This design comes from an exercise in tuning for small area, a short achievable clock period and few clock cycles per item on the open sky130 flow, not from production work.
RTL that was checked went through simulation tests only; none was proved equivalent to the original.
Only the layout flow was run in run 9; the RTL was not checked for function there.
Power figures rest on the tool's default switching activity, not on a simulated workload.

**design.v**
```verilog
module scalar_kalman_filter (
  input  logic                 clk,
  input  logic                 rst,
  input  logic                 cfg_we,
  input  logic [2:0]           cfg_index,
  input  logic [31:0]          cfg_data,
  input  logic                 obs_valid,
  output logic                 obs_ready,
  input  logic [31:0]          obs_observation,
  input  logic                 obs_restart,
  output logic                 res_valid,
  input  logic                 res_ready,
  output logic [31:0]          res_estimate,
  output logic [16:0]          res_gain,
  output logic [31:0]          res_error_variance
);
  logic [31:0] cfg_r, cfg_q, cfg_x0, cfg_p0;
  logic        res_vld;
  logic [31:0] obs_q;
  logic        obs_rs_q;
  logic        obs_full;
  logic        busy;
  logic [3:0]  cnt;
  logic [32:0] rem;       
  logic [32:0] den;       
  logic [31:0] pm_q;      
  logic [32:0] dif;       
  logic        r0_q;      
  logic        one_q;     
  logic [15:0] kd;        
  logic [1:0]  qd_q;      
  logic [49:0] xacc;      
  logic [48:0] uacc;      
  logic fin, fire, start, accept, iter, acc;
  assign fin    = busy && (cnt == 4'd9);
  assign fire   = fin && res_ready;
  assign start  = obs_full && (fire || !busy);
  assign obs_ready = !obs_full;
  assign accept = obs_valid && obs_ready;
  assign iter   = busy && !cnt[3];
  assign acc    = busy && (cnt != 4'd0) && (cnt != 4'd9);
  logic [31:0] est_new, var_new;
  assign est_new = xacc[47:16];
  assign var_new = uacc[47:16];
  logic [31:0] x_b, p_b;
  logic [32:0] dif_nx;
  logic [32:0] pm_raw;
  logic [33:0] den_raw;
  logic [32:0] den_sat;
  logic [31:0] pm_nx;
  logic [32:0] den_nx;
  logic        r0, one_nx;
  assign x_b    = obs_rs_q ? cfg_x0 : est_new;
  assign p_b    = obs_rs_q ? cfg_p0 : var_new;
  assign dif_nx = {obs_q[31], obs_q} - (obs_rs_q ? {cfg_x0[31], cfg_x0} : xacc[48:16]);
  assign pm_raw  = {1'b0, p_b} + {1'b0, cfg_q};
  logic [33:0] dn_s, dn_c;
  assign dn_s    = {2'b0, p_b ^ cfg_q ^ cfg_r};
  assign dn_c    = {1'b0, (p_b & cfg_q) | (p_b & cfg_r) | (cfg_q & cfg_r), 1'b0};
  assign den_raw = dn_s + dn_c;
  assign den_sat = {1'b0, 32'hFFFF_FFFF} + {1'b0, cfg_r};
  assign pm_nx   = pm_raw[32] ? 32'hFFFF_FFFF : pm_raw[31:0];
  assign den_nx  = pm_raw[32] ? den_sat : den_raw[32:0];
  assign r0      = (cfg_r == 32'd0);
  assign one_nx  = r0 && ((p_b != 32'd0) || (cfg_q != 32'd0));
  logic [35:0] r4, t1, t2, t3;
  logic [1:0]  qd;
  logic [32:0] rem_nx;
  assign r4 = {1'b0, rem, 2'b00};
  assign t1 = r4 - {3'b0, den};
  assign t2 = r4 - {2'b0, den, 1'b0};
  logic [35:0] t3a, t3b, t3s, t3c;
  assign t3a = ~{3'b0, den};
  assign t3b = ~{2'b0, den, 1'b0};
  assign t3s = r4 ^ t3a ^ t3b;
  assign t3c = {(r4[34:0] & t3a[34:0]) | (r4[34:0] & t3b[34:0]) | (t3a[34:0] & t3b[34:0]), 1'b1};
  assign t3 = t3s + t3c + 36'd1;
  always_comb begin
    if (r0_q) begin
      qd = 2'd0;
    end else if (!t3[35]) begin
      qd = 2'd3;
    end else if (!t2[35]) begin
      qd = 2'd2;
    end else if (!t1[35]) begin
      qd = 2'd1;
    end else begin
      qd = 2'd0;
    end
  end
  always_comb begin
    unique case (qd)
      2'd3:    rem_nx = t3[32:0];
      2'd2:    rem_nx = t2[32:0];
      2'd1:    rem_nx = t1[32:0];
      default: rem_nx = r4[32:0];
    endcase
  end
  logic [49:0] xacc_nx;
  logic [48:0] uacc_nx;
  logic [49:0] xa, xb, xs3, xc3;
  logic [48:0] ua, ub, us3, uc3;
  assign xa  = {xacc[47:0], dif[32], dif[32]};
  assign xb  = qd_q[1] ? {{16{dif[32]}}, dif, 1'b0} : 50'd0;
  assign xs3 = xa ^ xb ^ (qd_q[0] ? {{17{dif[32]}}, dif} : 50'd0);
  assign xc3 = {(xa[48:0] & xb[48:0]) | ((xa[48:0] | xb[48:0]) & (qd_q[0] ? {{16{dif[32]}}, dif} : 49'd0)), 1'b0};
  assign xacc_nx = xs3 + xc3;
  assign ua  = {uacc[46:0], 2'b00};
  assign ub  = qd_q[1] ? ~{16'd0, pm_q, 1'b0} : 49'd0;
  logic [48:0] u3;
  assign u3  = qd_q[0] ? ~{17'd0, pm_q} : 49'd0;
  assign us3 = ua ^ ub ^ u3;
  assign uc3 = {(ua[47:0] & ub[47:0]) | ((ua[47:0] | ub[47:0]) & u3[47:0]), qd_q[1]};
  assign uacc_nx = us3 + uc3 + {48'd0, qd_q[0]};
  always_ff @(posedge clk) begin
    if (rst) begin
      cfg_r  <= 32'd65536;
      cfg_q  <= 32'd655;
      cfg_x0 <= 32'd0;
      cfg_p0 <= 32'd65536;
    end else if (cfg_we) begin
      case (cfg_index)
        3'd0: cfg_r  <= cfg_data;
        3'd1: cfg_q  <= cfg_data;
        3'd2: cfg_x0 <= cfg_data;
        3'd3: cfg_p0 <= cfg_data;
        default: ;
      endcase
    end
  end
  always_ff @(posedge clk) begin
    if (rst) begin
      obs_full <= 1'b0;
    end else if (accept) begin
      obs_full <= 1'b1;
    end else if (start) begin
      obs_full <= 1'b0;
    end
  end
  always_ff @(posedge clk) begin
    if (accept) begin
      obs_q    <= obs_observation;
      obs_rs_q <= obs_restart;
    end
  end
  always_ff @(posedge clk) begin
    if (rst) begin
      busy <= 1'b0;
      cnt  <= 4'd0;
    end else if (start) begin
      busy <= 1'b1;
      cnt  <= 4'd0;
    end else if (fire) begin
      busy <= 1'b0;
    end else if (busy && !fin) begin
      cnt  <= cnt + 4'd1;
    end
  end
  always_ff @(posedge clk) begin
    if (rst) begin
      res_vld <= 1'b0;
    end else if (busy && (cnt == 4'd8)) begin
      res_vld <= 1'b1;
    end else if (res_ready) begin
      res_vld <= 1'b0;
    end
  end
  always_ff @(posedge clk) begin
    if (rst) begin
      xacc <= 50'd0;
      uacc <= {17'd1, 32'd0};
      dif  <= 33'd0;
    end else if (start) begin
      xacc <= one_nx ? {{18{obs_q[31]}}, obs_q} : {{18{x_b[31]}}, x_b};
      uacc <= one_nx ? 49'd0 : {17'd0, pm_nx};
      dif  <= dif_nx;
    end else if (acc) begin
      xacc <= xacc_nx;
      uacc <= uacc_nx;
    end
  end
  always_ff @(posedge clk) begin
    if (start) begin
      rem   <= {1'b0, pm_nx};
      den   <= den_nx;
      pm_q  <= pm_nx;
      r0_q  <= r0;
      one_q <= one_nx;
      kd    <= 16'd0;
      qd_q  <= 2'd0;
    end else if (iter) begin
      rem   <= rem_nx;
      kd    <= {kd[13:0], qd};
      qd_q  <= qd;
    end
  end
  assign res_valid          = res_vld;
  assign res_estimate       = est_new;
  assign res_gain           = {one_q, kd};
  assign res_error_variance = var_new;
endmodule
```
**constraint.sdc**
```tcl
create_clock -name core_clock -period 11.0 [get_ports {clk}]
set_input_delay 2.2000 -clock core_clock [delete_from_list [all_inputs] [get_ports {clk}]]
set_output_delay 2.2000 -clock core_clock [all_outputs]
set_load 0.01 [all_outputs]
```
**run.sh**
```bash
#!/bin/bash
# synth_recipe.tcl (not shown) runs the flow's synth.tcl, then flattens the netlist and writes it again
# the make line also repeats each setting of config.mk as NAME=value (left out here)
make -C /OpenROAD-flow-scripts/flow DESIGN_CONFIG=/design/flow/config.mk WORK_HOME=/design/flow/orfs CLKGATE_MAP_FILE= SYNTH_SCRIPT=/design/flow/synth_recipe.tcl finish
```
**config.mk**
```make
export PLATFORM = sky130hd
export DESIGN_NAME = scalar_kalman_filter
export DESIGN_NICKNAME = scalar_kalman_filter
export VERILOG_FILES = /design/flow/design.v
export SDC_FILE = /design/flow/constraint.sdc
export NUM_CORES = 4
export LEC_CHECK = 0
export CAP_MARGIN = 20
export CORE_MARGIN = 2
export CORE_UTILIZATION = 60
export CTS_CLUSTER_DIAMETER = 80
export CTS_CLUSTER_SIZE = 40
export SETUP_SLACK_MARGIN = 5
export SLEW_MARGIN = 20
export TNS_END_PERCENT = 100
```
==> results of run 1 <==
-- final cells by class --
type / count / share of cell area [%]
multi-input combinational: 3571 / 64.29
inverter: 151 / 1.443
timing repair buffer: 189 / 4.594
clock inverter: 22 / 0.9788
clock buffer: 31 / 1.958
tap: 782 / 2.469
sequential: 414 / 24.27
-- worst max-delay path: cells and delay by family, from the launching register on --
kind	cells	cell delay (ns)
AOI/OAI and AO/OA	7	2.33
adders and majority gates	3	0.83
buffers and inverters	2	0.72
DFF	1	0.58
muxes	1	0.22
and+or+nand+nor	3	0.46
-- registers in the layout, summed over array words and instances (netlist names) --
register	cells
res_vld	1
den	33
rem	33
r0_q	1
xacc	49
obs_rs_q	1
obs_q	32
cfg_x0	32
kd	16
one_q	1
cfg_p0	32
dif	33
cfg_q	32
pm_q	32
obs_full	1
busy	1
cnt	4
cfg_r	32
uacc	48
-- layer usage --
layer	share of wire [%]	vias to the layer above	track usage, %
met1	44	16080	53.93
met4	3.4	2	11.06
met2	44	1428	57.38
met5	0.011	-	0
met3	8.5	179	3.889
li1	-	15680	-
-- Yosys cell counts, types with 21 or more instances --
cell type,n
a221oi_1,25
mux2_2,29
edfxtp_1,132
and2_1,87
o211ai_1,23
dfxtp_1,282
nor2b_1,99
or3_1,21
xnor2_1,144
a31oi_1,43
nand2_1,586
nand2b_1,30
clkbuf_1,166
o21ai_0,239
o21a_1,53
inv_1,151
a21o_1,148
and3_1,36
o31ai_1,22
o21bai_1,30
xor2_1,116
o21ai_1,36
nand4_1,31
a21oi_1,466
ha_1,295
nor4_1,30
fa_1,161
nor3_1,76
nand3_1,73
a211oi_1,74
mux2i_1,57
buf_4,68
nor2_1,262
o22ai_1,25
buf_2,22
-- kinds of logic (layout without fill, tap and decap cells) --
kind of cell | Yosys count | after routing | synth area share, %
mux | 86 | 86 | 2.430
buf+inv | 419 | 393 | 5.087
simple gates | 1417 | 1417 | 18.26
xor+xnor | 260 | 260 | 6.168
flops | 414 | 414 | 26.03
compound gates | 1352 | 1352 | 23.30
fa+ha+maj | 456 | 456 | 18.73
-- through the flow --
stage	hold WS, ns	cell area (um2)	setup WS, ns	util (%)
2_1_floorplan	0.4304	36920	5.596	-
3_3_place_gp	0.4387	38440	5.670	63.45
3_5_place_dp	0.4441	38440	5.615	63.45
4_1_cts	0.4566	39600	5.749	65.37
5_1_grt	0.4665	39630	5.285	65.41
6_report	0.4589	39630	5.743	65.41
-- worst paths after layout --
check,cells after the start,slack (ns),end
hold / removal,2,0.46,cfg_p0[28]
setup reg to reg,16,5.74,xacc[47]
hold reg to reg,2,0.46,cfg_p0[28]
setup / recovery,16,5.74,xacc[47]
-- report_power, final --
part	total (uW)	switching, uW	internal [uW]
Clock	1310	721	588
Sequential	1970	210	1760
Combinational	3960	2400	1560
Total	7240	3330	3910
==> reports/results.ini, run 1 <==
[outcome]
outcome=no timing/DRC/antenna violations

[place]
gp_congestion=0.9945
portBuffers=155
dp_cells=5106
hpwl_um=92010

[worst_setup_path]
critPathLaunchType=register
path_cells=buf_4, and2_1, fa_1, ha_1, inv_1, fa_1, nor2b_1, o31ai_1, a211oi_1, o21ai_0, a2111oi_2, a211oi_1, nor2_1, a31oi_1, mux2i_1, a21oi_1
cp_data_required_time_ns=11.51
crit_path_start=kd[0]
critPathKind=register to register
critPathMaxStageDelay_ns=0.71
cp_max_fo=52
r2r-start=kd[0]
worstPathArrival_ns=5.77
cpMaxStageDelayCell=o21ai_0
cp-end-kind=register

[floorplanning]
num_io_pins=156
core_region_area_um2=60580
design.die.area_um2=63530
chipHeight_um=252.0
die_w_um=252.0
rows=90
start_util_pct=60.94

[timing]
drv_slew=0
final-hold-violation-count=0
clock_skew_ns=0.02600
max_freq_mhz=190.2
worst_pin_slew_ns=1.041
fin_crit_ns=5.257
slew_headroom_pct=30.42
finalCritPeriodShare_pct=47.79
rsz0062_at_grt=false
setup_viol=0
tns_ns=0

[cells_and_area]
area_growth_pct=7.348
final_cell_mix=nand2_1 (583), a21oi_1 (466), ha_1 (295)
fillers=5298
drive_above_1_share_pct=4.568
layout_commonest_cell=nand2_1
antenna_cells=0
fin_nets=4885
fin_cells=5160
register_area_um2=9617
multi_input_area_um2=25480

[drt]
drc_errors=0
wl_per_cell_um=22.97
first_iter_violations=3509
postRouteAntennaNets=0
drt_first_pass_iters=6
drt_wl_total_um=118500
dr_total_vias=33360
via_per_inst=6.465

[cts]
cts_buffer_depth=3
numCtsBuffers=29
clock_latency_ns=0.64
ctsRootBufferMaster=clkbuf_16
cts_tree=built
cts.clk_slew.worst_paths_ns=0.10
cts-resized-gates=0
cts_setup_buffers=0
postCtsHoldBufs=0
cts_sinks=414
cts_max_level=1

[global_route]
antenna_found_initial=3
grt_overflow_total=0
grt_max_degree=86
grt_use_total_pct=36.83
grt_pass1_wl_um=182700
grt_pass1_vias=30970

[synth]
ys.warnings.count=1
syn_avg_cell_area_um2=8.383
synth_top_area_cell=dfxtp_1
netlist.area_leader.share_pct=15.29
synth_nets=4933
synth.area.top_cells=dfxtp_1 (15%), edfxtp_1 (11%), ha_1 (10%)
async_flop_share_pct=0
netlist-cell-type-count=105
synth_edf_count=132
ys_ff_latch=414
yosysSeqAreaShare_pct=26.03
synth_area_um2=36920
synthCells=4404
synth_flop_cell=dfxtp_1

[power]
power.density_nw_per_um2=182.6
ir_worst_vdd_mv=0.1321
p_total_uw=7238
p_leak_uw=0.01680

[job]
cap_violations=0

[min_path]
min_from=cfg_p0[28]
hp-class=register to register

Testbench counts, summed over its fixed seeds: cycles 16,016, items 1,600.
==> run 2: changes to the inputs <==
--- a/config.mk
+++ b/config.mk
@@ -8,7 +8,6 @@
 export CAP_MARGIN = 20
 export CORE_MARGIN = 2
-export CORE_UTILIZATION = 60
-export CTS_CLUSTER_DIAMETER = 80
-export CTS_CLUSTER_SIZE = 40
+export CORE_UTILIZATION = 72
+export PLACE_DENSITY = 0.8
 export SETUP_SLACK_MARGIN = 5
 export SLEW_MARGIN = 20
==> reports/results.ini, run 2 <==
[outcome]
outcome=no timing/DRC/antenna violations

[power]
p_leak_uw=0.01709
ir_worst_vdd_mv=0.1644
p_total_uw=7822
power.density_nw_per_um2=195.4

[cts]
numCtsBuffers=47
clock_latency_ns=0.62
cts_max_level=2
cts_setup_buffers=0
cts_tree=built
cts.clk_slew.worst_paths_ns=0.06
cts_sinks=414
postCtsHoldBufs=0
cts_buffer_depth=3
cts-resized-gates=0
ctsRootBufferMaster=clkbuf_16

[min_path]
min_to=cfg_p0[28]
min_from=cfg_p0[28]
whs_path_depth=2
hp-class=register to register

[drt]
drc_errors=0
dr_total_vias=34840
first_iter_violations=4709
via_per_inst=6.856
wl_per_cell_um=23.63
postRouteAntennaNets=0
drt_first_pass_iters=8
drt_wl_total_um=120100

[synth]
synth_top_area_cell=dfxtp_1
yosysSeqAreaShare_pct=26.03
async_flop_share_pct=0
synthCells=4404
netlist-cell-type-count=105
synth_nets=4933
yosysMostFrequentCell=nand2_1
synth_flop_cell=dfxtp_1
netlist.area_leader.share_pct=15.29
synth_area_um2=36920
syn_avg_cell_area_um2=8.383
synth.area.top_cells=dfxtp_1 (15%), edfxtp_1 (11%), ha_1 (10%)
ys_ff_latch=414
ys_top_cells_by_count=nand2_1 (586), a21oi_1 (466), ha_1 (295), dfxtp_1 (282), nor2_1 (262)
synth_edf_count=132
ys.warnings.count=1

[cells_and_area]
layout_commonest_cell=nand2_1
design_area_um2=40040
reg.largest.list=xacc: 49 flops, uacc: 48 flops
fin_cells=5082
largest_register_ffs=49
area_growth_pct=8.453
antenna_cells=0
final_cell_mix=nand2_1 (584), a21oi_1 (466), ha_1 (295)
regMostFlops=xacc
drive_above_1_share_pct=5.102
fin_nets=4901

[place]
dp_cells=4995
hpwl_um=89520
gp_congestion=1.049
portBuffers=155
placed_area_um2=38300
dpl_worst_slack_ns=5.402

[timing]
max_freq_mhz=187.1
worst_pin_slew_ns=1.089
final-hold-violation-count=0
slew_headroom_pct=27.37
drv_slew=0
finalCritPeriodShare_pct=48.58
fin_crit_ns=5.344
setup_slack_ns=5.656
setup_viol=0
tns_ns=0
clock_skew_ns=0.03225
rsz0062_at_grt=false

[worst_setup_path]
cp_data_required_time_ns=11.44
r2r-start=kd[1]
worstPathArrival_ns=5.78
critPathKind=register to register
cp-end-kind=register
cp_max_fo=47
r2r_slack_ns=5.66
rr_worst_depth=14
critPathLaunchType=register
worst_r2r_endpoint=xacc[46]

[global_route]
antenna_found_initial=1
grt_pass1_vias=33140
grt_overflow_total=0
grt_max_degree=128
grt_pass1_wl_um=185800
grt_use_total_pct=44.56

[floorplanning]
start_util_pct=73.28
design.die.area_um2=53100
chipHeight_um=230.4
num_io_pins=156
core_region_area_um2=50380
rows=82
die_w_um=230.4

[job]
cap_violations=0

==> run 2: cell counts after synthesis <==
Identical to the previous run, type by type.
==> run 2: final cells by class <==
cell class | instances | area [um2]
Multi-Input combinational cell | 3571 | 25480
Fill cell | 3497 | 10340
Sequential cell | 414 | 9617
Timing Repair Buffer | 187 | 1793
Clock buffer | 63 | 1370
Tap cell | 672 | 840.8
Inverter | 151 | 571.8
Clock inverter | 24 | 366.6
==> run 2: cells by family after synthesis <==
group / Yosys count / share of synthesized area, %
AOI/OAI and AO/OA: 1352 / 23.30
muxes: 86 / 2.430
adders and majority gates: 456 / 18.73
buffers and inverters: 419 / 5.087
DFF: 414 / 26.03
xor gates and xnor gates: 260 / 6.168
and+or+nand+nor: 1417 / 18.26
==> run 2: how the worst max path moves through the flow <==
stage / start / endpoint / slack, ns / depth (start not counted)
after floorplan: res_ready / den[0] / 5.60 / 6
final: kd[1] / xacc[46] / 5.66 / 14
after global placement: res_ready / uacc[30] / 5.60 / 9
after CTS: kd[0] / xacc[47] / 5.73 / 15
after detailed placement: res_ready / uacc[30] / 5.40 / 9
after global routing: kd[0] / xacc[48] / 5.41 / 14
==> run 2: stage by stage <==
step / hold WS, ns / util, %
final: 0.4539 / 79.48
after global routing: 0.4768 / 79.48
after CTS: 0.4546 / 79.47
after detailed placement: 0.4462 / 76.02
after global placement: 0.4383 / 76.02
after floorplan: 0.4304 / -
==> run 2: worst max-delay path: stages (launching register included) <==
cell,delay (ns)
dfxtp_4,0.66
buf_4,0.60
and2_1,0.24
fa_1,0.45
ha_1,0.45
nand3_1,0.16
nor2_1,0.07
and3_1,0.23
a311oi_1,0.26
o221ai_1,0.16
a21oi_1,0.60
o21ai_0,0.56
a311oi_1,0.44
xor2_1,0.20
o22ai_1,0.08
==> run 2: report_power, final <==
part           internal (uW)  switching (uW)
registers               1760             215
logic                   1570            2480
clock network           1090             704
==> run 2: layer usage <==
metal	share of wire (%)	GRT usage, %	vias to the layer above
met2	43	68.69	2267
met5	0	0	-
li1	-	-	15710
met1	38	57.90	16380
met3	12	9.931	487
met4	6.7	25.48	0
==> run 3: changes to the inputs <==
--- a/config.mk
+++ b/config.mk
@@ -8,6 +8,5 @@
 export CAP_MARGIN = 20
 export CORE_MARGIN = 2
-export CORE_UTILIZATION = 72
-export PLACE_DENSITY = 0.8
+export CORE_UTILIZATION = 60
 export SETUP_SLACK_MARGIN = 5
 export SLEW_MARGIN = 20
==> reports/results.ini, run 3 <==
[global_route]
grt_max_degree=86
antenna_found_initial=4
grt_use_total_pct=37.18
grt_overflow_total=0
grt_pass1_vias=31180
grt_pass1_wl_um=183800

[floorplanning]
rows=90
chipHeight_um=252.0
die_w_um=252.0
design.die.area_um2=63530
start_util_pct=60.94
core_region_area_um2=60580
num_io_pins=156

[drt]
wl_per_cell_um=23.01
drt_wl_total_um=119600
postRouteAntennaNets=0
drt_first_pass_iters=5
via_per_inst=6.470
first_iter_violations=3452
dr_total_vias=33610
drc_errors=0

[synth]
synth_top_area_cell=dfxtp_1
netlist-cell-type-count=105
netlist.area_leader.share_pct=15.29
synth_area_um2=36920
synth_flop_cell=dfxtp_1
syn_avg_cell_area_um2=8.383
ys_ff_latch=414
ys.warnings.count=1
synth.area.top_cells=dfxtp_1 (15%), edfxtp_1 (11%), ha_1 (10%)
yosysSeqAreaShare_pct=26.03
synthCells=4404
ys_top_cells_by_count=nand2_1 (586), a21oi_1 (466), ha_1 (295), dfxtp_1 (282), nor2_1 (262)
synth_edf_count=132
async_flop_share_pct=0
yosysMostFrequentCell=nand2_1
synth_nets=4933

[cells_and_area]
regMostFlops=xacc
area_growth_pct=8.710
final_cell_mix=nand2_1 (583), a21oi_1 (466), ha_1 (295)
antenna_cells=0
layout_commonest_cell=nand2_1
largest_register_ffs=49
drive_above_1_share_pct=5.189
fin_nets=4904
reg.largest.list=xacc: 49 flops, uacc: 48 flops

[cts]
cts_setup_buffers=0
cts_sinks=414
cts_tree=built
postCtsHoldBufs=0
ctsRootBufferMaster=clkbuf_16
cts-resized-gates=0
clock_latency_ns=0.61
cts_buffer_depth=3
numCtsBuffers=48
cts.clk_slew.worst_paths_ns=0.06
cts_max_level=2

[timing]
clock_skew_ns=0.03942
rsz0062_at_grt=false
setup_viol=0
fin_crit_ns=5.333
setup_slack_ns=5.667
final-hold-violation-count=0
worst_pin_slew_ns=1.004
drv_slew=0
slew_headroom_pct=32.92
tns_ns=0
finalCritPeriodShare_pct=48.49
max_freq_mhz=187.5

[power]
pwr-share-clk_pct=22.3
power.density_nw_per_um2=190.2
p_leak_uw=0.01707
seqPwrFrac_pct=25.8
switching_share_pct=43.28
intPower_uw=4330
ir_worst_vdd_mv=0.1464
pwr-share-comb_pct=51.9
power.net_switching_uw=3303

[place]
dpl_worst_slack_ns=5.615
portBuffers=155
hpwl_um=92010
gp_congestion=0.9945

[worst_setup_path]
rr_worst_depth=14
critPathLaunchType=register
cp-end-kind=register
r2r_slack_ns=5.67
crit_path_start=kd[0]
worst_r2r_endpoint=xacc[45]
cp_max_fo=52
cp_data_required_time_ns=11.55
critPathKind=register to register
worstPathArrival_ns=5.89
r2r-start=kd[0]

[min_path]
min_from=cfg_p0[20]
hp-class=register to register
min_to=cfg_p0[20]
whs_path_depth=2

[job]
cap_violations=0

[outcome]
outcome=no timing/DRC/antenna violations

## run 3: cell counts after synthesis
Identical to the previous run, type by type.
## run 3: power groups by stage
stage                     Combinational [uW]  Clock (uW)  Sequential, uW
after CTS                               3890        1710            1960
after global routing                    4360        1770            1980
final                                   3960        1700            1970
after detailed placement                3850           0            1990
after global placement                  3830           0            1990
after floorplan                         2910           0            1910
## run 3: kinds of logic after synthesis
group | count (synthesis) | share of synthesized area [%]
XOR/XNOR | 260 | 6.168
multiplexers | 86 | 2.430
AND/OR/NAND/NOR | 1417 | 18.26
AO/OA/AOI/OAI | 1352 | 23.30
flip-flops | 414 | 26.03
adder cells (fa/ha/maj) | 456 | 18.73
buffers and inverters | 419 | 5.087
## run 3: worst max-delay path by stage
stage               endpoint  slack, ns  cells past startpoint
global route        xacc[47]       5.28                     16
CTS                 xacc[48]       5.75                     14
detailed placement   rem[14]       5.61                      9
finish              xacc[45]       5.67                     14
floorplan             den[0]       5.60                      6
global placement     rem[14]       5.67                      9
## run 3: worst max-delay path, cell delays in order (launching register included)
cell and delay [ns]:
dfxtp_4 0.56, buf_4 0.64, and2_1 0.25, fa_1 0.42, ha_1 0.39, nand3_1 0.15, or2_2 0.31, a211oi_1 0.30
o21ai_0 0.39, a2111oi_2 0.82, a21oi_1 0.25, o31ai_1 0.32, nand2_1 0.13, nor4_1 0.20, a211o_1 0.13
## run 3: stage by stage
| stage | instances | util, % | total power (uW) | area (um2) | hold WS (ns) |
|---|---|---|---|---|---|
| 2_1_floorplan | 4404 | - | 4819 | 36920 | 0.4304 |
| 3_5_place_dp | 5106 | 63.45 | 5844 | 38440 | 0.4441 |
| 6_report | 5195 | 66.24 | 7633 | 40130 | 0.4517 |
| 4_1_cts | 5194 | 66.20 | 7557 | 40110 | 0.4530 |
| 3_3_place_gp | 5106 | 63.45 | 5824 | 38440 | 0.4387 |
| 5_1_grt | 5195 | 66.24 | 8104 | 40130 | 0.4600 |
## run 3: layout make-up
| type | count | area, um2 |
|---|---|---|
| inverters | 151 | 571.8 |
| well taps | 782 | 978.4 |
| clock inverters | 25 | 285.3 |
| repair buffers | 189 | 1821 |
| fillers | 5264 | 20450 |
| multi-input cells | 3571 | 25480 |
| clock buffers | 63 | 1381 |
| flip-flops and latches | 414 | 9617 |
## run 3: metal layers
metal | routed length [um] | share of wire, % | vias up | GRT usage, %
met2 | 52610 | 44 | 1526 | 57.65
met1 | 52200 | 44 | 16140 | 54.07
met5 | 13 | 0.011 | - | 0
li1 | - | - | 15750 | -
met4 | 4166 | 3.5 | 2 | 12.21
met3 | 10550 | 8.8 | 202 | 4.220
==> run 4: changes to the inputs <==
==> flow/run.sh (new file) <==
#!/bin/bash
set -euo pipefail
sed -e 's/SETUP_SLACK_MARGIN=[0-9.]*/SETUP_SLACK_MARGIN=6.5/' standard.sh > standard_margin.sh
grep -q 'SETUP_SLACK_MARGIN=6.5' standard_margin.sh
bash standard_margin.sh > standard.log 2>&1
==> standard.sh (new file) <==
#!/bin/bash
# synth_recipe.tcl (not shown) runs the flow's synth.tcl, then flattens the netlist and writes it again
# the make line also repeats each setting of config.mk as NAME=value (left out here)
make -C /OpenROAD-flow-scripts/flow DESIGN_CONFIG=/design/flow/config.mk WORK_HOME=/design/flow/orfs CLKGATE_MAP_FILE= SYNTH_SCRIPT=/design/flow/synth_recipe.tcl "${@:-finish}"
removed: run.sh
==> reports/results.ini, run 4 <==
[floorplanning]
design.die.area_um2=63530
rows=90
chipHeight_um=252.0
start_util_pct=60.94
core_region_area_um2=60580
die_w_um=252.0
num_io_pins=156

[drt]
drt_first_pass_iters=7
dr_total_vias=34010
drt_wl_total_um=123400
first_iter_violations=3498
via_per_inst=6.488
postRouteAntennaNets=0
wl_per_cell_um=23.53
drc_errors=0

[worst_setup_path]
worst_r2r_endpoint=rem[17]
critPathLaunchType=input pin
crit_cells=6
crit_family=buffers and inverters
cp_max_fo=73
r2r_slack_ns=6.55
cpMaxStageDelayCell=nand2_1
critPathMaxStageDelay_ns=0.94
cp_num_buf_inv=2
crit_path_start=rst
endpoint=uacc[47]
critPathKind=input pin to register
rr_worst_depth=16
cp-end-kind=register
r2r-start=obs_rs_q
worstPathArrival_ns=5.00
path_cells=buf_6, inv_1, nand2_1, nor2b_1, a22o_1, a211o_1
cp_data_required_time_ns=11.48

[power]
power.density_nw_per_um2=189.6
ir_worst_vdd_mv=0.1413
p_leak_uw=0.01742

[cts]
clock_latency_ns=0.62
numCtsBuffers=49
cts.clk_slew.worst_paths_ns=0.06
cts_max_level=2
cts_buffer_depth=3
cts_tree=built
cts_sinks=414
ctsRootBufferMaster=clkbuf_16

[cells_and_area]
fin_nets=4948
reg.largest.list=xacc: 49 flops, uacc: 48 flops
area_growth_pct=11.68
fillers=5156
antenna_cells=0
largest_register_ffs=49
layout_commonest_cell=nand2_1
regMostFlops=xacc
final_cell_mix=nand2_1 (580), a21oi_1 (456), ha_1 (294)
drive_above_1_share_pct=7.780
design_area_um2=41230

[synth]
synth_top_area_cell=dfxtp_1
synth_flop_cell=dfxtp_1
ys_top_cells_by_count=nand2_1 (586), a21oi_1 (466), ha_1 (295), dfxtp_1 (282), nor2_1 (262)
synth.area.top_cells=dfxtp_1 (15%), edfxtp_1 (11%), ha_1 (10%)
netlist.area_leader.share_pct=15.29
ys.warnings.count=1
synthCells=4404
synth_edf_count=132
yosysSeqAreaShare_pct=26.03
synth_nets=4933
async_flop_share_pct=0
netlist-cell-type-count=105
ys_ff_latch=414
yosysMostFrequentCell=nand2_1
synth_area_um2=36920
syn_avg_cell_area_um2=8.383

[timing]
finalCritPeriodShare_pct=41.05
slew_headroom_pct=23.65
max_freq_mhz=221.4
setup_viol=0
rsz0062_at_grt=true
drv_slew=0
final-hold-violation-count=0
fin_crit_ns=4.516
tns_ns=0
clock_skew_ns=0.03360
worst_pin_slew_ns=1.144

[job]
cap_violations=0

[outcome]
outcome=no timing/DRC/antenna violations

[place]
placed_area_um2=38410
gp_congestion=1.002
portBuffers=155
hpwl_um=90600

[global_route]
grt_use_total_pct=37.65
grt_pass1_vias=31450
antenna_found_initial=1
grt_max_degree=82
grt_pass1_wl_um=185000
grt_overflow_total=0

[min_path]
hp-class=register to register

-- run 4: cells by family (layout without fill, tap and decap cells) --
group,Yosys count,in the layout,share of synthesized area (%)
simple gates,1417,1421,18.26
compound gates,1352,1352,23.30
fa+ha+maj,456,456,18.73
buf+inv,419,471,5.087
flops,414,414,26.03
xor+xnor,260,260,6.168
mux,86,86,2.430
-- run 4: stage by stage --
step / power, uW / util (%) / hold slack, ns / setup slack, ns / std cells
detailed placement: 5823 / 63.40 / 0.4444 / 5.170 / 5102
global placement: 5808 / 63.40 / 0.4390 / 5.183 / 5102
finish: 7816 / 68.05 / 0.4554 / 6.484 / 5242
CTS: 7627 / 67.04 / 0.4528 / 6.433 / 5213
floorplan: 4819 / - / 0.4304 / 6.599 / 4404
global route: 8260 / 68.05 / 0.4721 / 6.389 / 5242
-- run 4: worst min path at each step --
stage	startpoint	depth (start not counted)	endpoint	slack (ns)
after floorplan	dif[12]	2	dif[12]	0.43
after global routing	cfg_p0[9]	2	cfg_p0[9]	0.47
after detailed placement	cfg_p0[27]	2	cfg_p0[27]	0.44
after global placement	cfg_p0[21]	2	cfg_p0[21]	0.44
final	cfg_p0[31]	2	cfg_p0[31]	0.46
after CTS	cfg_p0[5]	2	cfg_p0[5]	0.45
-- run 4: timing repair --
action                     in CTS  in global routing
hold endpoints to repair        0                  0
setup endpoints to repair     261                117
resized for setup              74                 72
cloned                          5                  2
hold buffers                    0                  0
buffers inserted               14                 26
pin swaps                       8                 21
-- run 4: area by class of cell --
| class | instances | area [um2] | area share (%) |
|---|---|---|---|
| flip-flops and latches | 414 | 9618 | 23.33 |
| clock buffers | 63 | 1383 | 3.353 |
| repair buffers | 228 | 2301 | 5.581 |
| multi-input cells | 3575 | 26020 | 63.12 |
| well taps | 782 | 978.4 | 2.373 |
| inverters | 151 | 600.6 | 1.457 |
| clock inverters | 29 | 324.1 | 0.7860 |
-- run 4: worst min-delay path, delay by kind of cell, from the launching register on --
kind	cells	cell delay [ns]
AOI/OAI and AO/OA	1	0.05
and+or+nand+nor	1	0.05
DFF	1	0.31
-- run 4: power breakdown --
group	internal (uW)	total [uW]	switching, uW
clock network	1010	1740	728
logic	1640	4110	2470
registers	1760	1960	200
total	4410	7820	3400
-- run 4: metal layers --
layer  track usage, %  vias up  share of wire, %
met3            6.881      268               9.7
met5                0        -             0.011
met4            14.22        2               4.1
met1            53.11    16330                43
li1                 -    15810                 -
met2            57.47     1609                43
==> run 5: changes to the inputs <==
==> flow/run.sh (replaced) <==
#!/bin/bash
set -euo pipefail
sed -e 's/SETUP_SLACK_MARGIN=[0-9.]*/SETUP_SLACK_MARGIN=7.2/' standard.sh > standard_margin.sh
grep -q 'SETUP_SLACK_MARGIN=7.2' standard_margin.sh
bash standard_margin.sh > standard.log 2>&1
--- a/config.mk
+++ b/config.mk
@@ -9,4 +9,6 @@
 export CORE_MARGIN = 2
 export CORE_UTILIZATION = 60
+export CTS_CLUSTER_DIAMETER = 80
+export CTS_CLUSTER_SIZE = 40
 export SETUP_SLACK_MARGIN = 5
 export SLEW_MARGIN = 20
==> reports/results.ini, run 5 <==
[synth]
syn_avg_cell_area_um2=8.383
ys.warnings.count=1
synth_nets=4933
yosysSeqAreaShare_pct=26.03
synth_flop_cell=dfxtp_1
ys_ff_latch=414
synth_top_area_cell=dfxtp_1
async_flop_share_pct=0
synth_area_um2=36920
yosysMostFrequentCell=nand2_1
synthCells=4404
synth.area.top_cells=dfxtp_1 (15%), edfxtp_1 (11%), ha_1 (10%)
synth_edf_count=132
netlist-cell-type-count=105
ys_top_cells_by_count=nand2_1 (586), a21oi_1 (466), ha_1 (295), dfxtp_1 (282), nor2_1 (262)
netlist.area_leader.share_pct=15.29

[worst_setup_path]
path_common_cell=buf_12
cpMaxStageDelayCell=a2111o_1
cp_max_fo=5
critPathKind=register to register
critPathMaxStageDelay_ns=0.48
cp_data_required_time_ns=11.36
path_cells=buf_12, buf_12, mux2i_4, inv_2, buf_6, ha_4, a211oi_4, o211ai_1, a21oi_2, o211ai_1, a2111o_1, a211o_1, and2_4, a221oi_4, mux2i_4, buf_12, o22ai_2
cp-end-kind=register
critPathLaunchType=register
worstPathArrival_ns=4.93

[drt]
via_per_inst=6.746
dr_wl_met3_um=17490
drt_first_pass_iters=6
wl_met2_um=62260
wl_per_cell_um=26.40
routed.top_layer=met5
postRouteAntennaNets=0
drc_errors=0
drt_wl_total_um=144700
m1WireLength_um=55420
dr_total_vias=36960
first_iter_violations=4975

[floorplanning]
core_region_area_um2=60580
start_util_pct=60.94
num_io_pins=156
design.die.area_um2=63530
chipHeight_um=252.0
die_w_um=252.0
rows=90

[min_path]
hp-class=register to register

[timing]
worst_pin_slew_ns=0.8974
final-hold-violation-count=0
fin_crit_ns=4.569
rsz0062_at_grt=true
finalCritPeriodShare_pct=41.53
setup_viol=0
max_freq_mhz=218.9
slew_headroom_pct=40.17
clock_skew_ns=0.03398
tns_ns=0
drv_slew=0

[cts]
numCtsBuffers=28
ctsRootBufferMaster=clkbuf_16
postCtsHoldBufs=0
cts_buffer_depth=3
cts_max_level=1
clock_latency_ns=0.64
cts_tree=built
cts.clk_slew.worst_paths_ns=0.10
cts_sinks=414

[global_route]
grt_overflow_total=0
antenna_found_initial=6
grt_pass1_wl_um=204500
grt_pass1_vias=33620
grt_use_total_pct=41.87
grt_max_degree=142

[place]
portBuffers=155
hpwl_um=91590
gp_congestion=1.016
placed_area_um2=38800

[cells_and_area]
regMostFlops=xacc
fin_nets=5201
area_growth_pct=30.09
layout_commonest_cell=nand2_1
largest_register_ffs=49
drive_above_1_share_pct=25.20
final_cell_mix=nand2_1 (529), a21oi_1 (377), nor2_1 (231)
reg.largest.list=xacc: 49 flops, uacc: 48 flops
fillers=4028
design_area_um2=48020

[power]
power.density_nw_per_um2=173.6
ir_worst_vdd_mv=0.1414
p_leak_uw=0.01978

[outcome]
outcome=no timing/DRC/antenna violations

[job]
cap_violations=0

==> run 5: cell counts after synthesis <==
Identical to the previous run, type by type.
==> run 5: path summary, 6_finish.rpt <==
check | startpoint | to | slack [ns] | cells after the start
worst max-delay path | obs_rs_q | rem[31] | 6.43 | 17
worst min register to register | cfg_p0[20] | cfg_p0[20] | 0.46 | 2
worst min-delay path | cfg_p0[20] | cfg_p0[20] | 0.46 | 2
worst max register to register | obs_rs_q | rem[31] | 6.43 | 17
==> run 5: layout make-up <==
class | instances | area [um2] | area share, %
Timing Repair inverter | 1 | 7.507 | 0.01563
Clock buffer | 31 | 754.5 | 1.571
Inverter | 151 | 613.1 | 1.277
Sequential cell | 414 | 9773 | 20.35
Multi-Input combinational cell | 3575 | 29950 | 62.35
Antenna cell | 3 | 7.507 | 0.01563
Clock inverter | 21 | 285.3 | 0.5940
Tap cell | 782 | 978.4 | 2.037
Timing Repair Buffer | 501 | 5660 | 11.79
==> run 5: cell families after synthesis <==
logic type	synth area share, %
muxes	2.430
and+or+nand+nor	18.26
adders and majority gates	18.73
AOI/OAI and AO/OA	23.30
buffers and inverters	5.087
xor gates and xnor gates	6.168
DFF	26.03
==> run 5: power breakdown <==
group | internal, uW | switching [uW] | leakage, uW
Clock | 550 | 706 | 0.000512
Combinational | 2220 | 2920 | 0.0157
Sequential | 1760 | 187 | 0.00359
==> run 5: per-stage QoR <==
stage,instances,util (%),total power [uW],hold WS [ns],worst slack (ns)
after floorplan,4404,-,4906,0.4304,6.956
after global placement,5104,64.03,5862,0.4381,5.674
after detailed placement,5104,64.04,5889,0.4428,5.637
after CTS,5349,74.21,7825,0.4560,6.777
after global routing,5477,79.26,8750,0.4742,6.432
final,5479,79.27,8338,0.4564,6.431
==> run 5: what timing repair did <==
action | 4_1_cts | 5_1_grt
setup endpoints to repair | 386 | 247
buffers inserted | 169 | 119
pin swaps | 186 | 238
gates resized for setup | 793 | 404
cloned | 24 | 7
==> run 5: critical path, delay by kind of cell, from the launching register on <==
kind / cells / cell delay, ns
AO/OA/AOI/OAI: 8 / 2.21
buffers and inverters: 5 / 0.67
multiplexers: 2 / 0.54
flip-flops: 1 / 0.43
adder cells (fa/ha/maj): 1 / 0.23
AND/OR/NAND/NOR: 1 / 0.19
==> run 5: layer usage <==
layer	vias to the layer above	track usage, %
met5	-	0
met4	4	18.80
met3	558	8.212
met2	2426	63.86
met1	17650	57.59
li1	16320	-
==> run 6: changes to the inputs <==
==> flow/run.sh (replaced) <==
#!/bin/bash
set -euo pipefail
sed -e 's/SETUP_SLACK_MARGIN=[0-9.]*/SETUP_SLACK_MARGIN=6.0/' standard.sh > standard_margin.sh
grep -q 'SETUP_SLACK_MARGIN=6.0' standard_margin.sh
bash standard_margin.sh > standard.log 2>&1
==> reports/results.ini, run 6 <==
[cells_and_area]
largest_register_ffs=49
drive_above_1_share_pct=5.304
reg.largest.list=xacc: 49 flops, uacc: 48 flops
antenna_cells=0
final_cell_mix=nand2_1 (583), a21oi_1 (465), ha_1 (295)
layout_commonest_cell=nand2_1
area_growth_pct=8.060
regMostFlops=xacc
design_area_um2=39890
fin_nets=4897

[cts]
ctsRootBufferMaster=clkbuf_16
clock_latency_ns=0.65
cts_buffer_depth=3
numCtsBuffers=31
postCtsHoldBufs=0
cts_tree=built
cts_sinks=414
cts_max_level=1
cts.clk_slew.worst_paths_ns=0.10

[timing]
fin_crit_ns=4.905
finalCritPeriodShare_pct=44.59
max_freq_mhz=203.9
drv_slew=0
slew_headroom_pct=38.65
final-hold-violation-count=0
worst_pin_slew_ns=0.9202
tns_ns=0
setup_viol=0
rsz0062_at_grt=false
clock_skew_ns=0.04118

[worst_setup_path]
cp_data_required_time_ns=11.35
cp-end-kind=register
cp_max_fo=35
critPathKind=register to register
r2r_slack_ns=6.10
crit_path_start=obs_rs_q
worstPathArrival_ns=5.26
critPathLaunchType=register
r2r-start=obs_rs_q

[job]
cap_violations=0

[synth]
ys_ff_latch=414
synth_edf_count=132
syn_avg_cell_area_um2=8.383
synth_top_area_cell=dfxtp_1
ys_top_cells_by_count=nand2_1 (586), a21oi_1 (466), ha_1 (295), dfxtp_1 (282), nor2_1 (262)
ys.warnings.count=1
synthCells=4404
synth_flop_cell=dfxtp_1
synth.area.top_cells=dfxtp_1 (15%), edfxtp_1 (11%), ha_1 (10%)
async_flop_share_pct=0
synth_nets=4933
yosysMostFrequentCell=nand2_1
synth_area_um2=36920
netlist.area_leader.share_pct=15.29
yosysSeqAreaShare_pct=26.03
netlist-cell-type-count=105

[drt]
wl_per_cell_um=22.82
drt_wl_total_um=118100
drc_errors=0
via_per_inst=6.420
postRouteAntennaNets=0
first_iter_violations=3208
drt_first_pass_iters=5
dr_total_vias=33220

[global_route]
grt_pass1_vias=30870
antenna_found_initial=1
grt_pass1_wl_um=180600
grt_overflow_total=0
grt_use_total_pct=36.48
grt_max_degree=102

[place]
gp_congestion=0.9781
hpwl_um=90620
placed_area_um2=38440
portBuffers=155

[floorplanning]
start_util_pct=60.94
num_io_pins=156
rows=90
die_w_um=252.0
design.die.area_um2=63530
core_region_area_um2=60580
chipHeight_um=252.0

[outcome]
outcome=no timing/DRC/antenna violations

[min_path]
min_from=cfg_p0[23]
hp-class=register to register

[power]
p_leak_uw=0.01686
ir_worst_vdd_mv=0.1643
power.density_nw_per_um2=182.7

## run 6: worst paths after layout
kind / to / cells after the start
worst max-delay path: den[24] / 15
worst min-delay path: cfg_p0[23] / 2
worst max register to register: den[24] / 15
worst min register to register: cfg_p0[23] / 2
## run 6: logic make-up (layout without fill, tap and decap cells)
family	after synthesis	count (layout)	share of synthesized area, %
adder cells (fa/ha/maj)	456	456	18.73
flip-flops	414	414	26.03
AND/OR/NAND/NOR	1417	1417	18.26
XOR/XNOR	260	260	6.168
multiplexers	86	86	2.430
buffers and inverters	419	408	5.087
AO/OA/AOI/OAI	1352	1352	23.30
## run 6: per-layer routing
metal,vias to the layer above,part of all wire (%),track usage [%]
li1,15700,-,-
met1,16010,45,52.67
met2,1305,44,56.09
met3,206,8.5,5.623
met4,2,3.5,11.55
met5,-,0.0068,0
## run 6: layout make-up
class / count / area, um2
multi-input cells: 3571 / 25590
fillers: 5268 / 20690
flip-flops and latches: 414 / 9617
repair buffers: 199 / 1936
well taps: 782 / 978.4
clock buffers: 32 / 789.5
inverters: 151 / 586.8
clock inverters: 26 / 397.9
## run 6: timing repair
action,CTS,global route
endpoints found under the setup margin,31,120
setup buffers,0,10
resized for setup,9,33
pin swaps,0,5
## run 6: through the flow
step | cells | power (uW) | setup slack, ns | hold slack [ns] | utilization, %
after floorplan | 4404 | 4818 | 6.228 | 0.4304 | -
after global placement | 5106 | 5836 | 5.259 | 0.4379 | 63.45
after detailed placement | 5106 | 5849 | 5.242 | 0.4428 | 63.46
after CTS | 5164 | 7202 | 5.983 | 0.4553 | 65.48
after global routing | 5175 | 7732 | 6.001 | 0.4679 | 65.85
final | 5175 | 7288 | 6.095 | 0.4572 | 65.85
## run 6: critical path: stages, from the launching register on
cell,delay (ns)
edfxtp_1,0.34
clkbuf_8,0.33
mux2i_2,0.33
inv_1,0.13
fa_1,0.42
ha_1,0.29
a21o_1,0.17
a21oi_1,0.28
o21ai_0,0.19
a21oi_1,0.40
o21ai_0,0.27
a211oi_2,0.38
nor2_1,0.15
a31oi_1,0.23
xor2_1,0.11
o21ai_0,0.54
## run 6: power by group
part / internal, uW / switching, uW
logic: 1570 / 2420
registers: 1760 / 192
clock network: 597 / 745
==> run 7: changes to the inputs <==
==> flow/run.sh (replaced) <==
#!/bin/bash
set -euo pipefail
sed -e 's/SETUP_SLACK_MARGIN=[0-9.]*/SETUP_SLACK_MARGIN=6.8/' standard.sh > standard_margin.sh
grep -q 'SETUP_SLACK_MARGIN=6.8' standard_margin.sh
bash standard_margin.sh > standard.log 2>&1
==> reports/results.ini, run 7 <==
[outcome]
outcome=no timing/DRC/antenna violations

[min_path]
hp-class=register to register

[drt]
postRouteAntennaNets=0
dr_total_vias=34190
first_iter_violations=3966
drc_errors=0
wl_per_cell_um=24.01
via_per_inst=6.504
drt_wl_total_um=126200
drt_first_pass_iters=7

[global_route]
antenna_found_initial=2
grt_pass1_vias=31540
top_usage_layer=met2
grt_max_degree=102
met3_usage_pct=6.892
grt_overflow_total=0
use_met1_pct=52.58
grtUsageMet2_pct=56.98
grt_use_total_pct=37.49
grt_pass1_wl_um=184800

[power]
p_leak_uw=0.01746
pwr-share-clk_pct=16.6
pwr-share-comb_pct=57.7
power.density_nw_per_um2=180.0
power.net_switching_uw=3503
intPower_uw=4089
seqPwrFrac_pct=25.7
ir_worst_vdd_mv=0.1585
switching_share_pct=46.14

[synth]
synth_area_um2=36920
synth_nets=4933
async_flop_share_pct=0
synth_flop_cell=dfxtp_1
netlist-cell-type-count=105
synth_top_area_cell=dfxtp_1
yosysSeqAreaShare_pct=26.03
synth_edf_count=132
ys.warnings.count=1
syn_avg_cell_area_um2=8.383
synthCells=4404
synth.area.top_cells=dfxtp_1 (15%), edfxtp_1 (11%), ha_1 (10%)
ys_top_cells_by_count=nand2_1 (586), a21oi_1 (466), ha_1 (295), dfxtp_1 (282), nor2_1 (262)
netlist.area_leader.share_pct=15.29
yosysMostFrequentCell=nand2_1
ys_ff_latch=414

[floorplanning]
core_region_area_um2=60580
start_util_pct=60.94
num_io_pins=156
chipHeight_um=252.0
design.die.area_um2=63530
die_w_um=252.0
rows=90

[cells_and_area]
reg.largest.list=xacc: 49 flops, uacc: 48 flops
area_growth_pct=14.22
final_cell_mix=nand2_1 (581), a21oi_1 (437), dfxtp_1 (279)
multi_input_area_um2=26910
drive_above_1_share_pct=11.04
register_area_um2=9618
layout_commonest_cell=nand2_1
fin_nets=4980
regMostFlops=xacc
largest_register_ffs=49
fillers=5043

[worst_setup_path]
cp-end-kind=register
cp_data_required_time_ns=11.48
critPathKind=register to register
cp_max_fo=5
critPathLaunchType=register
worstPathArrival_ns=4.75

[cts]
cts.clk_slew.worst_paths_ns=0.11
cts_buffer_depth=3
cts_sinks=414
cts_max_level=1
clock_latency_ns=0.67
ctsRootBufferMaster=clkbuf_16
cts_tree=built
numCtsBuffers=29

[place]
hpwl_um=90980
gp_congestion=0.9988
portBuffers=155

[timing]
final-hold-violation-count=0
fin_crit_ns=4.277
slew_headroom_pct=27.89
drv_slew=0
worst_pin_slew_ns=1.079
clock_skew_ns=0.07171
finalCritPeriodShare_pct=38.88
max_freq_mhz=233.8
tns_ns=0
setup_viol=0
rsz0062_at_grt=true
whs_ns=0.4586

[job]
cap_violations=0

-- run 7: changes by cell type in the layout (fill, tap and decap cells not counted), moves of 15 or more --
cell     change
buf_4       +52
ha_1        -37
a21oi_1     -28
ha_4        +24
o21ai_0     -22
a21oi_2     +21
mux2i_1     -15
-- run 7: power groups by stage --
stage,Clock [uW],Combinational (uW),Sequential [uW]
final,1260,4380,1950
after global routing,1320,4740,1960
after detailed placement,0,3870,1970
after CTS,1270,4090,1940
after floorplan,0,2910,1910
after global placement,0,3860,1970
-- run 7: final cells by class --
class | count | area share [%]
flip-flops and latches | 414 | 22.81
well taps | 782 | 2.320
multi-input cells | 3574 | 63.82
clock inverters | 24 | 0.8308
inverters | 151 | 1.409
clock buffers | 30 | 1.730
diodes | 1 | 0.005935
repair buffers | 281 | 7.074
-- run 7: path summary, 6_finish.rpt --
path,endpoint,cells after the start,slack (ns),start
max,den[29],14,6.72,obs_rs_q
min,kd[14],2,0.46,kd[14]
min reg2reg,kd[14],2,0.46,kd[14]
max reg2reg,den[29],14,6.72,obs_rs_q
-- run 7: logic make-up after synthesis --
logic type               Yosys count  synth area share (%)
AO/OA/AOI/OAI                   1352                 23.30
XOR/XNOR                         260                 6.168
adder cells (fa/ha/maj)          456                 18.73
buffers and inverters            419                 5.087
flip-flops                       414                 26.03
multiplexers                      86                 2.430
AND/OR/NAND/NOR                 1417                 18.26
-- run 7: worst max-delay path: stages (launching register included) --
cell,delay [ns]
edfxtp_1,0.44
buf_12,0.17
clkbuf_16,0.16
mux2_4,0.35
fa_1,0.45
ha_2,0.22
or3_4,0.41
buf_6,0.13
o21a_4,0.23
o311ai_4,0.33
a31o_4,0.23
a21oi_4,0.07
o41a_1,0.46
xnor2_2,0.16
mux2i_2,0.26
-- run 7: repair_timing --
action	CTS	global route
gates resized for setup	166	186
hold buffers	0	0
setup buffers	33	46
cloned	5	12
setup endpoints to repair	278	175
pin swaps	30	74
-- run 7: through the flow --
stage	utilization [%]	cells	worst slack, ns	power, uW	instance area [um2]
global placement	63.46	5106	5.502	5830	38440
global route	69.60	5256	6.633	8025	42160
CTS	67.14	5198	6.698	7297	40680
floorplan	-	4404	6.791	4822	36940
finish	69.60	5257	6.723	7592	42170
detailed placement	63.46	5106	5.505	5848	38440
-- run 7: routing by layer --
metal / up-vias / wire [um]
met3: 280 / 13130
met1: 16400 / 52270
met2: 1642 / 54810
met5: - / 0
li1: 15870 / -
met4: 0 / 5993
==> run 8: changes to the inputs <==
--- a/config.mk
+++ b/config.mk
@@ -9,6 +9,6 @@
 export CORE_MARGIN = 2
 export CORE_UTILIZATION = 60
-export CTS_CLUSTER_DIAMETER = 80
-export CTS_CLUSTER_SIZE = 40
+export CTS_CLUSTER_DIAMETER = 60
+export CTS_CLUSTER_SIZE = 30
 export SETUP_SLACK_MARGIN = 5
 export SLEW_MARGIN = 20
==> reports/results.ini, run 8 <==
[cells_and_area]
register_area_um2=9618
layout_commonest_cell=nand2_1
final_cell_mix=nand2_1 (581), a21oi_1 (428), dfxtp_1 (279)
largest_register_ffs=49
reg.largest.list=xacc: 49 flops, uacc: 48 flops
fillers=5017
area_growth_pct=15.11
antenna_cells=0
regMostFlops=xacc
fin_nets=4983
multi_input_area_um2=26940
drive_above_1_share_pct=11.73
fin_cells=5268

[synth]
ys_ff_latch=414
synthCells=4404
yosysSeqAreaShare_pct=26.03
synth_nets=4933
synth_top_area_cell=dfxtp_1
synth.area.top_cells=dfxtp_1 (15%), edfxtp_1 (11%), ha_1 (10%)
netlist-cell-type-count=105
ys.warnings.count=1
async_flop_share_pct=0
synth_area_um2=36920
syn_avg_cell_area_um2=8.383
yosysMostFrequentCell=nand2_1
ys_top_cells_by_count=nand2_1 (586), a21oi_1 (466), ha_1 (295), dfxtp_1 (282), nor2_1 (262)
synth_flop_cell=dfxtp_1
synth_edf_count=132
netlist.area_leader.share_pct=15.29

[global_route]
grt_use_total_pct=37.65
top_usage_layer=met2
met3_usage_pct=5.354
grt_max_degree=102
grt_pass1_vias=31660
use_met1_pct=53.62
antenna_found_initial=2
grt_overflow_total=0
grtUsageMet2_pct=57.65
grt_pass1_wl_um=185800

[floorplanning]
core_region_area_um2=60580
start_util_pct=60.94
chipHeight_um=252.0
rows=90
die_w_um=252.0
num_io_pins=156
design.die.area_um2=63530

[worst_setup_path]
r2r_slack_ns=6.77
critPathKind=register to register
r2r-start=obs_rs_q
cp_max_fo=7
critPathLaunchType=register
crit_path_start=obs_rs_q
worstPathArrival_ns=4.57
cp_data_required_time_ns=11.34
cp-end-kind=register

[cts]
clock_latency_ns=0.61
cts.clk_slew.worst_paths_ns=0.08
numCtsBuffers=40
cts_buffer_depth=3
cts_sinks=414
ctsRootBufferMaster=clkbuf_16
cts_tree=built
cts_max_level=2

[timing]
rsz0062_at_grt=true
slew_headroom_pct=26.44
clock_skew_ns=0.03037
setup_viol=0
final-hold-violation-count=0
worst_pin_slew_ns=1.097
finalCritPeriodShare_pct=38.48
tns_ns=0
max_freq_mhz=236.2
fin_crit_ns=4.233
drv_slew=0

[power]
p_leak_uw=0.01759
ir_worst_vdd_mv=0.1370
power.density_nw_per_um2=186.9

[place]
dp_cells=5106
hpwl_um=90980
gp_congestion=0.9988
portBuffers=155

[drt]
postRouteAntennaNets=0
dr_total_vias=34430
via_per_inst=6.535
drc_errors=0
first_iter_violations=3798
wl_per_cell_um=23.95
drt_first_pass_iters=6
drt_wl_total_um=126200

[min_path]
min_from=cfg_p0[27]
hp-class=register to register

[job]
cap_violations=0

[outcome]
outcome=no timing/DRC/antenna violations

-- run 8: cell count changes in the layout (fill, tap and decap cells not counted), moves of 3 or more --
cell,change
nor2_2,+3
buf_16,-3
inv_8,+3
nor2_1,-3
a21oi_2,+10
clkbuf_16,+13
buf_4,-6
a21oi_1,-9
-- run 8: kinds of logic after synthesis --
family,after synthesis,share of synthesized area [%]
flip-flops,414,26.03
AO/OA/AOI/OAI,1352,23.30
adder cells (fa/ha/maj),456,18.73
multiplexers,86,2.430
buffers and inverters,419,5.087
XOR/XNOR,260,6.168
AND/OR/NAND/NOR,1417,18.26
-- run 8: power by group --
group          internal [uW]  switching [uW]  total, uW
clock network            825             759       1580
registers               1760             196       1950
logic                   1790            2610       4410
total                   4380            3560       7940
-- run 8: worst paths after layout --
kind / end / cells after the start
worst max-delay path: rem[31] / 15
worst min-delay path: cfg_p0[27] / 2
worst max register to register: rem[31] / 15
worst min register to register: cfg_p0[27] / 2
-- run 8: metal layers --
| metal | vias to the layer above | wire length, um | part of all wire (%) |
|---|---|---|---|
| met5 | - | 0 | 0 |
| met4 | 0 | 5833 | 4.6 |
| met3 | 289 | 12310 | 9.8 |
| met2 | 1722 | 54710 | 43 |
| met1 | 16490 | 53340 | 42 |
| li1 | 15920 | - | - |
-- run 8: cell type report --
class / instances / area share (%)
multi-input cells: 3574 / 63.39
flip-flops and latches: 414 / 22.63
repair buffers: 273 / 6.749
clock buffers: 46 / 2.606
well taps: 782 / 2.303
inverters: 151 / 1.419
clock inverters: 28 / 0.9010
-- run 8: repair_timing --
action                     in CTS  in global routing
cloned                          3                 11
buffers inserted               35                 39
setup endpoints to repair     287                170
pin swaps                      20                 71
hold buffers                    0                  0
resized for setup             135                228
-- run 8: critical path: stages (launching register included) --
cell and delay [ns]:
edfxtp_1 0.46, buf_6 0.17, clkbuf_16 0.16, buf_12 0.13
mux2_4 0.34, ha_4 0.26, a21oi_2 0.14, o221ai_2 0.12
a21oi_2 0.21, o211ai_1 0.14, a2111o_1 0.45, a211o_1 0.32
and2_4 0.16, a221oi_4 0.33, mux2i_4 0.45, o22ai_1 0.12
-- run 8: through the flow --
stage	util (%)	setup WS [ns]	instance area [um2]	hold WS, ns	power (uW)
after global placement	63.46	5.502	38440	0.4384	5830
after CTS	67.59	6.680	40950	0.4519	7598
after floorplan	-	6.791	36940	0.4304	4822
after detailed placement	63.46	5.505	38440	0.4428	5848
final	70.14	6.767	42490	0.4526	7942
after global routing	70.14	6.653	42490	0.4727	8381
==> run 9: changes to the inputs <==
--- a/design.v
+++ b/design.v
@@ -16,4 +16,6 @@
 );
   logic [31:0] cfg_r, cfg_q, cfg_x0, cfg_p0;
+  logic        cfg_r_zero, cfg_q_nz;    
+  logic        fresh;
   logic        res_vld;
   logic [31:0] obs_q;
@@ -51,7 +53,7 @@
   logic [32:0] den_nx;
   logic        r0, one_nx;
-  assign x_b    = obs_rs_q ? cfg_x0 : est_new;
-  assign p_b    = obs_rs_q ? cfg_p0 : var_new;
-  assign dif_nx = {obs_q[31], obs_q} - (obs_rs_q ? {cfg_x0[31], cfg_x0} : xacc[48:16]);
+  assign x_b    = obs_rs_q ? cfg_x0 : (fresh ? 32'd0 : est_new);
+  assign p_b    = obs_rs_q ? cfg_p0 : (fresh ? 32'd65536 : var_new);
+  assign dif_nx = {obs_q[31], obs_q} - (obs_rs_q ? {cfg_x0[31], cfg_x0} : (fresh ? 33'd0 : xacc[48:16]));
   assign pm_raw  = {1'b0, p_b} + {1'b0, cfg_q};
   logic [33:0] dn_s, dn_c;
@@ -62,6 +64,6 @@
   assign pm_nx   = pm_raw[32] ? 32'hFFFF_FFFF : pm_raw[31:0];
   assign den_nx  = pm_raw[32] ? den_sat : den_raw[32:0];
-  assign r0      = (cfg_r == 32'd0);
-  assign one_nx  = r0 && ((p_b != 32'd0) || (cfg_q != 32'd0));
+  assign r0      = cfg_r_zero;
+  assign one_nx  = r0 && ((p_b != 32'd0) || cfg_q_nz);
   logic [35:0] r4, t1, t2, t3;
   logic [1:0]  qd;
@@ -119,8 +121,16 @@
       cfg_x0 <= 32'd0;
       cfg_p0 <= 32'd65536;
+      cfg_r_zero <= 1'b0;
+      cfg_q_nz   <= 1'b1;
     end else if (cfg_we) begin
       case (cfg_index)
-        3'd0: cfg_r  <= cfg_data;
-        3'd1: cfg_q  <= cfg_data;
+        3'd0: begin
+          cfg_r      <= cfg_data;
+          cfg_r_zero <= (cfg_data == 32'd0);
+        end
+        3'd1: begin
+          cfg_q      <= cfg_data;
+          cfg_q_nz   <= (cfg_data != 32'd0);
+        end
         3'd2: cfg_x0 <= cfg_data;
         3'd3: cfg_p0 <= cfg_data;
@@ -142,4 +152,11 @@
       obs_q    <= obs_observation;
       obs_rs_q <= obs_restart;
+    end
+  end
+  always_ff @(posedge clk) begin
+    if (rst) begin
+      fresh <= 1'b1;
+    end else if (start) begin
+      fresh <= 1'b0;
     end
   end
@@ -167,9 +184,5 @@
   end
   always_ff @(posedge clk) begin
-    if (rst) begin
-      xacc <= 50'd0;
-      uacc <= {17'd1, 32'd0};
-      dif  <= 33'd0;
-    end else if (start) begin
+    if (start) begin
       xacc <= one_nx ? {{18{obs_q[31]}}, obs_q} : {{18{x_b[31]}}, x_b};
       uacc <= one_nx ? 49'd0 : {17'd0, pm_nx};
--- a/config.mk
+++ b/config.mk
@@ -9,6 +9,6 @@
 export CORE_MARGIN = 2
 export CORE_UTILIZATION = 60
-export CTS_CLUSTER_DIAMETER = 60
-export CTS_CLUSTER_SIZE = 30
+export CTS_CLUSTER_DIAMETER = 80
+export CTS_CLUSTER_SIZE = 40
 export SETUP_SLACK_MARGIN = 5
 export SLEW_MARGIN = 20
==> reports/results.ini, run 9 <==
[floorplanning]
die_w_um=249.4
start_util_pct=60.98
num_io_pins=156
chipHeight_um=249.4
core_region_area_um2=59240
design.die.area_um2=62190
rows=89

[worst_setup_path]
critPathKind=register to register
critPathMaxStageDelay_ns=0.45
critPathLaunchType=register
path_cells=buf_12, nor2_4, buf_4, buf_4, a22o_4, fa_1, ha_2, a211oi_2, o211ai_1, a211o_1, a31oi_2, o21ai_2, nand2_2, o31ai_4, or4_1, o2111ai_1, a21oi_1, o31ai_1
crit_family=compound AO/OA/AOI/OAI gates
cpMaxStageDelayCell=edfxtp_1
cp_max_fo=14
worstPathArrival_ns=4.78
cp_num_buf_inv=3
path_common_cell=buf_4
cp_data_required_time_ns=11.45
crit_cells=18
rr_worst_depth=18
cp-end-kind=register

[timing]
finalCritPeriodShare_pct=39.40
fin_crit_ns=4.334
drv_slew=0
clock_skew_ns=0.04700
setup_viol=0
tns_ns=0
worst_pin_slew_ns=1.080
max_freq_mhz=230.7
rsz0062_at_grt=true
slew_headroom_pct=27.42
final-hold-violation-count=0

[power]
p_leak_uw=0.01759
ir_worst_vdd_mv=0.1483
power.density_nw_per_um2=228.8

[cells_and_area]
layout_commonest_cell=nand2_1
drive_above_1_share_pct=14.88
reg.largest.list=xacc: 49 flops, uacc: 48 flops
final_cell_mix=nand2_1 (490), a21oi_1 (364), edfxtp_1 (262)
regMostFlops=xacc
fin_nets=4755
area_growth_pct=18.29
largest_register_ffs=49
fin_cells=5024

[synth]
synthCells=4066
yosysSeqAreaShare_pct=30.37
ys_top_cells_by_count=nand2_1 (499), a21oi_1 (389), ha_1 (295), nor2_1 (291), edfxtp_1 (262)
ys_ff_latch=417
syn_avg_cell_area_um2=8.885
synth_area_um2=36130
synth_top_area_cell=edfxtp_1
synth_edf_count=262
async_flop_share_pct=0
ys.warnings.count=1
netlist-cell-type-count=96
synth_flop_cell=edfxtp_1
synth.area.top_cells=edfxtp_1 (22%), ha_1 (10%), fa_1 (8.9%)
synth_nets=4595
yosysMostFrequentCell=nand2_1
netlist.area_leader.share_pct=21.78

[place]
dp_cells=4796
portBuffers=155
hpwl_um=94180
gp_congestion=1.049

[outcome]
outcome=no timing/DRC/antenna violations

[drt]
wl_per_cell_um=26.12
dr_total_vias=33860
postRouteAntennaNets=0
drt_first_pass_iters=7
drc_errors=0
drt_wl_total_um=131200
via_per_inst=6.740
first_iter_violations=3852

[cts]
cts.clk_slew.worst_paths_ns=0.10
ctsRootBufferMaster=clkbuf_16
clock_latency_ns=0.64
numCtsBuffers=28
cts_max_level=1
cts_buffer_depth=3
cts_sinks=417
cts_tree=built

[global_route]
antenna_found_initial=4
grt_use_total_pct=39.59
grt_pass1_vias=31950
grt_pass1_wl_um=190000
grt_overflow_total=0
grt_max_degree=84

[min_path]
hp-class=register to register
whs_path_depth=2

[job]
cap_violations=0

-- run 9: cell types whose count changed in the layout (fill, tap and decap cells not counted), moves of 50 or more --
cell / before / now
edfxtp_1: 132 / 262
dfxtp_1: 279 / 152
nand2_1: 581 / 490
buf_4: 81 / 150
a21oi_1: 428 / 364
nor2b_1: 86 / 36
-- run 9: layout make-up --
class | instances | area [um2]
Sequential cell | 417 | 10980
Tap cell | 773 | 967.2
Antenna cell | 3 | 7.507
Fill cell | 4451 | 16510
Clock buffer | 33 | 793.3
Inverter | 167 | 680.7
Clock inverter | 19 | 259.0
Multi-Input combinational cell | 3260 | 25450
Timing Repair Buffer | 352 | 3598
-- run 9: cells by family (layout without fill, tap and decap cells) --
family                     Yosys count  in the layout  synth area share, %
AOI/OAI and AO/OA                 1301           1302                23.36
other                                0              3                    0
adders and majority gates          456            456                19.14
muxes                                6              6               0.1835
and+or+nand+nor                   1222           1224                15.53
DFF                                417            417                30.37
buffers and inverters              392            571                4.831
xor gates and xnor gates           272            272                6.594
-- run 9: report_power, final --
part / switching [uW] / internal, uW
Sequential: 350 / 2050
Clock: 672 / 564
Combinational: 3550 / 2600
Total: 4570 / 5210
-- run 9: worst min-delay path: stages, from the launching register on --
cell	delay, ns
dfxtp_1	0.32
nand2_1	0.05
a21oi_1	0.05
-- run 9: repair_timing --
item,4_1_cts,5_1_grt
endpoints found under the setup margin,320,202
gates cloned,9,6
resized for setup,248,245
hold buffers,0,0
setup buffers,81,77
pin swaps,47,89
-- run 9: per-stage QoR --
stage | utilization [%] | worst slack (ns) | hold WS, ns | power (uW) | cell area [um2]
4_1_cts | 68.85 | 6.722 | 0.4578 | 9133 | 40790
3_5_place_dp | 63.84 | 5.164 | 0.4468 | 7487 | 37820
3_3_place_gp | 63.83 | 5.342 | 0.4438 | 7368 | 37810
6_report | 72.13 | 6.666 | 0.4655 | 9778 | 42730
5_1_grt | 72.12 | 6.552 | 0.4840 | 10290 | 42730
2_1_floorplan | - | 6.734 | 0.4366 | 6068 | 36190
-- run 9: routing by layer --
layer	wire length (um)	vias up	GRT usage, %
met5	23	-	0
met4	7770	4	18.55
met3	15320	471	8.344
met2	57450	2103	61.09
met1	50640	16250	53.40
li1	-	15040	-
-- run 9: final timing paths --
path / to / start / slack [ns]
setup / recovery: den[32] / obs_rs_q / 6.67
hold / removal: cfg_p0[17] / cfg_p0[17] / 0.47
setup reg to reg: den[32] / obs_rs_q / 6.67
hold reg to reg: cfg_p0[17] / cfg_p0[17] / 0.47

-- afterwards: timing with drivers on the ports --
The flow's constraints put no driver on any port. The routed layouts listed below were extracted and timed again, unchanged, in two steps.
Step 1 (the two cells are an assumption about what drives the block):
set clk [get_ports {clk}]
set_driving_cell -lib_cell sky130_fd_sc_hd__clkbuf_16 $clk
set_driving_cell -lib_cell sky130_fd_sc_hd__buf_2 [delete_from_list [all_inputs] $clk]
Step 2 adds t to the input delays and takes it off the output delays; t is the mean of the earliest and latest rising clock arrival at the registers after step 1. Input paths then give back, and output paths get back, about the clock's delay inside the block.
a / b / c = ideal / step 1 / step 2; a / b = the first two.
run | t (ns) | slack for setup (ns) | worst data-port slew with drivers (ns)
run 1 | 0.692 | 5.743 / 5.743 / 5.589 | 0.13
run 2 | 0.663 | 5.656 / 5.656 / 5.251 | 0.06
run 3 | 0.656 | 5.667 / 5.667 / 5.475 | 0.12
run 4 | 0.672 | 6.484 / 6.508 / 5.836 | 0.09
run 5 | 0.692 | 6.431 / 6.431 / 6.424 | 0.11
run 6 | 0.701 | 6.095 / 6.095 / 5.704 | 0.11
run 7 | 0.696 | 6.723 / 6.723 / 6.228 | 0.05
run 8 | 0.663 | 6.767 / 6.767 / 6.218 | 0.05
run 9 | 0.679 | 6.666 / 6.666 / 6.266 | 0.09
After both steps every run listed still meets setup and hold. For run 4, which loses most, drivers alone change the setup slack by +0.024 ns; drivers and shift together by -0.648 ns.
